This is an optimization exercise on Yosys and OpenROAD, whose aim is small area, a short achievable clock period and few clock cycles, not a production implementation.
RTL that was checked went through simulation tests only; none was proved equivalent to the original.
No activity file was given, so power comes from the tool's default toggle rates.

Setup of run A:
// n_queens_backtrack_search
module n_queens_backtrack_search
#(
  parameter int MAX_QUEENS = DEF_MAX_QUEENS
) (
  input  logic                   clk,
  input  logic                   rst_n,
  input  logic                   cfg_valid,
  output logic                   cfg_ready,
  input  logic [CFG_IDX_W-1:0]   cfg_index,
  input  logic [CFG_DATA_W-1:0]  cfg_data,
  input  logic                   in_tvalid,
  output logic                   in_tready,
  input  logic [IN_TDATA_W-1:0]  in_tdata,    
  output logic                   out_tvalid,
  input  logic                   out_tready,
  output logic [OUT_TDATA_W-1:0] out_tdata,
  output logic                   out_tlast
);
  localparam int BW = 18;
  logic [4:0]    n_r;           
  logic [BW-1:0] budget_r;
  logic          idle_r, search_r, emit_r;
  logic [BW-7:0] hi_r;
  logic [7:0]    b_r;
  logic [3:0]    col_r;         
  logic          z0_r, z1_r, lc_r, bd_r, eqd_r;
  logic [4:0]    rs_r;          
  logic [3:0]    stk_r [16];    
  logic [3:0]    best_r [16];   
  logic [4:0]    depth_r;
  logic [15:0]   cm_r;          
  logic [15:0]   ld_r;          
  logic [15:0]   rd_r;          
  logic          solved_r, ran_out_r;
  logic [3:0]    k_r;           
  assign cfg_ready  = 1'b1;
  assign in_tready  = idle_r;
  assign out_tvalid = emit_r;
  logic [3:0]  q, q2, q3;
  logic [15:0] att_c, att_p, av_c, av_p;
  logic [15:0] oh_c, oh_p, oh_q, oh_q2, oh_q3, oh_qv, near_q, far_q;
  logic        has_q;
  logic [15:0] pre_c, pre_p;
  logic [15:0] ge_rs, lt_n, gt_q, le_a, le_r;
  logic [3:0]  f_c, f_p;
  logic        any_c, any_p, ok_c;
  logic        mv_adv, mv_repl, mv_dbl, mv_exh, borrow, ok, last_col, hi_nz;
  logic [7:0]  base_x, base_r, base_d, w_a, w_r, w_d, b_nx;
  logic [BW-7:0] hi_dec;
  assign q     = stk_r[0];
  assign q2    = stk_r[1];
  assign q3    = stk_r[2];
  assign has_q = !z0_r;
  always_comb begin
    for (int j = 0; j < 16; j++) begin
      ge_rs[j] = (5'(j) >= rs_r);
      lt_n[j]  = (5'(j) <  n_r);
      gt_q[j]  = (4'(j) >  q);
      oh_q[j]  = (4'(j) == q);
      oh_q2[j] = (4'(j) == q2);
      oh_q3[j] = (4'(j) == q3);
    end
  end
  assign oh_qv  = has_q ? oh_q : 16'd0;
  ...
make LEC_CHECK=0 ABC_AREA=1 CAP_MARGIN=20 CORE_MARGIN=2 CORE_UTILIZATION=40 CTS_CLUSTER_DIAMETER=100 CTS_CLUSTER_SIZE=24 PLACE_DENSITY=0.75 SETUP_SLACK_MARGIN=5 SLEW_MARGIN=20 TNS_END_PERCENT=0 finish   # period 10.0 ns
run.sh (not shown) runs the stock make flow with config.mk's settings and CLKGATE_MAP_FILE= SYNTH_SCRIPT=/design/flow/synth_recipe.tcl, a recipe that flattens the netlist after the stock synthesis.
Testbench counts of run A, summed over its fixed seeds: cycles 172,077.
Input changes introduced in run B (baseline for comparison: run A):
--- a/flow/design.v
+++ b/flow/design.v
@@ -123,39 +123,61 @@
       free_far[j][j] = 1'b0;
       if (j > 0)  free_far[j][j-1] = 1'b0;
       if (j < 15) free_far[j][j+1] = 1'b0;
       dead[j] = ~|free_far[j];
     end
   end
   assign two_c    = |(av_c & pre_c);
   assign last_col = lc_r;
   assign dskip    = !two_c && (|(av_c & dead)) && !last_col && bd_r;
-  logic [7:0]  bq, base_x0, base_x1, base_r0, base_r1, base_d0, base_d1;
+  logic [15:0] att_c0, av_c0, dead_p;
+  logic        two_p, rdead;
+  always_comb begin
+    for (int j = 0; j < 16; j++) begin
+      att_c0[j] = cm_r[j] | ((j > 0) ? ld_r[(j + 15) % 16] : 1'b0)
+                         | ((j < 15) ? rd_r[(j + 1) % 16] : 1'b0);
+    end
+  end
+  assign av_c0 = ~att_c0 & lt_n;
+  logic [15:0] free_far_p [16];
+  always_comb begin
+    for (int j = 0; j < 16; j++) begin
+      free_far_p[j] = av_c0;
+      free_far_p[j][j] = 1'b0;
+      if (j > 0)  free_far_p[j][j-1] = 1'b0;
+      if (j < 15) free_far_p[j][j+1] = 1'b0;
+      dead_p[j] = ~|free_far_p[j];
+    end
+  end
+  assign two_p = |(av_p & pre_p);
+  assign rdead = !two_p && (|(av_p & dead_p));
+  logic [7:0]  bq, base_x0, base_x1, base_r0, base_r1, base_d0, base_d1, base_d2;
   assign bq      = b_r + 8'(q);
   assign base_x0 = b_r - 8'(n_r);
   assign base_x1 = b_r - 8'({n_r, 1'b1});              
   assign base_r0 = bq - 8'(n_r);
   assign base_r1 = bq - 8'({n_r, 1'b1});
   assign base_d0 = bq - 8'({n_r, 1'b0});               
   assign base_d1 = bq - 8'(n_r) - 8'({n_r, 1'b1});     
+  assign base_d2 = bq - 8'({n_r, 2'b10});              
   assign base_x  = dskip ? base_x1 : base_x0;
   assign base_r  = dskip ? base_r1 : base_r0;
-  assign base_d  = dskip ? base_d1 : base_d0;
+  assign base_d  = (dskip && rdead) ? base_d2 : (dskip || rdead) ? base_d1 : base_d0;
   always_comb begin
     for (int j = 0; j < 16; j++) begin
       le_a[j] = !b_r[7] && ((|b_r[6:4]) || (b_r[3:0] >= 4'(j)));
     end
   end
   assign ok_c = |(av_c & le_a);
   assign mv_adv  = any_c && !dskip;
-  assign mv_repl = !mv_adv && !z0_r && any_p;
-  assign mv_dbl  = !mv_adv && !z0_r && !z1_r && !any_p;
-  assign mv_exh  = !mv_adv && (z0_r || (z1_r && !any_p));
+  assign mv_repl = !mv_adv && !z0_r && any_p && !rdead;
+  assign mv_dbl  = !mv_adv && !z0_r && !z1_r && !(any_p && !rdead);
+  assign mv_exh  = !mv_adv && (z0_r || (z1_r && !(any_p && !rdead)));
   assign w_a = b_r + {4'hf, ~f_c};
   assign w_r = base_r + {4'hf, ~f_p};                 
   assign w_d = {2'b00, base_d[5:0]} + 8'(q2);
   always_comb begin
     if (mv_adv) borrow = !ok_c;
     else if (mv_repl) borrow = w_r[7] && (w_r != 8'hff);
     else if (z0_r) borrow = base_x[7];
     else borrow = base_d[7];
   end
==> results.txt <==
Compare run A and run B | relative contribution of the clock network to total power higher: run A
Comparing post-synthesis compound-gate area fraction for run A and run B, the smaller number came from run A.
Run B: share of the cycle needed by the critical path after routing is 0.86 points higher than what run A reported.
Where setup slack is concerned, run A is better than run B.
First-pass GRT wire length (higher): run B
For number of slew-limit violations in the final report, run A and run B come out practically identical.
Against run A, cell count in run B rose by a few percent.
Compared with run A, in run B number of endpoints failing setup at the final stage was more or less identical; synthesized cell count now larger; overall global routing resource usage essentially unchanged.
Non-clock buffer count in the final layout was lower in run A than in run B.
Routing usage on met2 in run B is 0.22 points above run A.
As of run B, clock power had risen slightly compared to run A.
Taking run A as the reference point, the post-layout instance area of run B rises by 5.2%.
No functional check of the RTL was part of run B.

## what the ideal ports hide
The flow's constraints put no driver on any port. The routed layouts listed below were extracted and timed again, unchanged, in two steps.
Step 1 (the two cells are an assumption about what drives the block):
set clk [get_ports {clk}]
set_driving_cell -lib_cell sky130_fd_sc_hd__clkbuf_16 $clk
set_driving_cell -lib_cell sky130_fd_sc_hd__buf_2 [delete_from_list [all_inputs] $clk]
Step 2 adds t to the input delays and takes it off the output delays; t is the mean of the earliest and latest rising clock arrival at the registers after step 1. Input paths then give back, and output paths get back, about the clock's delay inside the block.
a / b / c = ideal / step 1 / step 2; a / b = the first two.
run | t, ns | slack for setup (ns) | worst slew at a driven data input, ns
run A | 0.556 | 4.865 / 4.810 / 5.076 | 0.05
run B | 0.551 | 4.779 / 4.728 / 4.964 | 0.04
After both steps setup and hold are still met in every run listed.
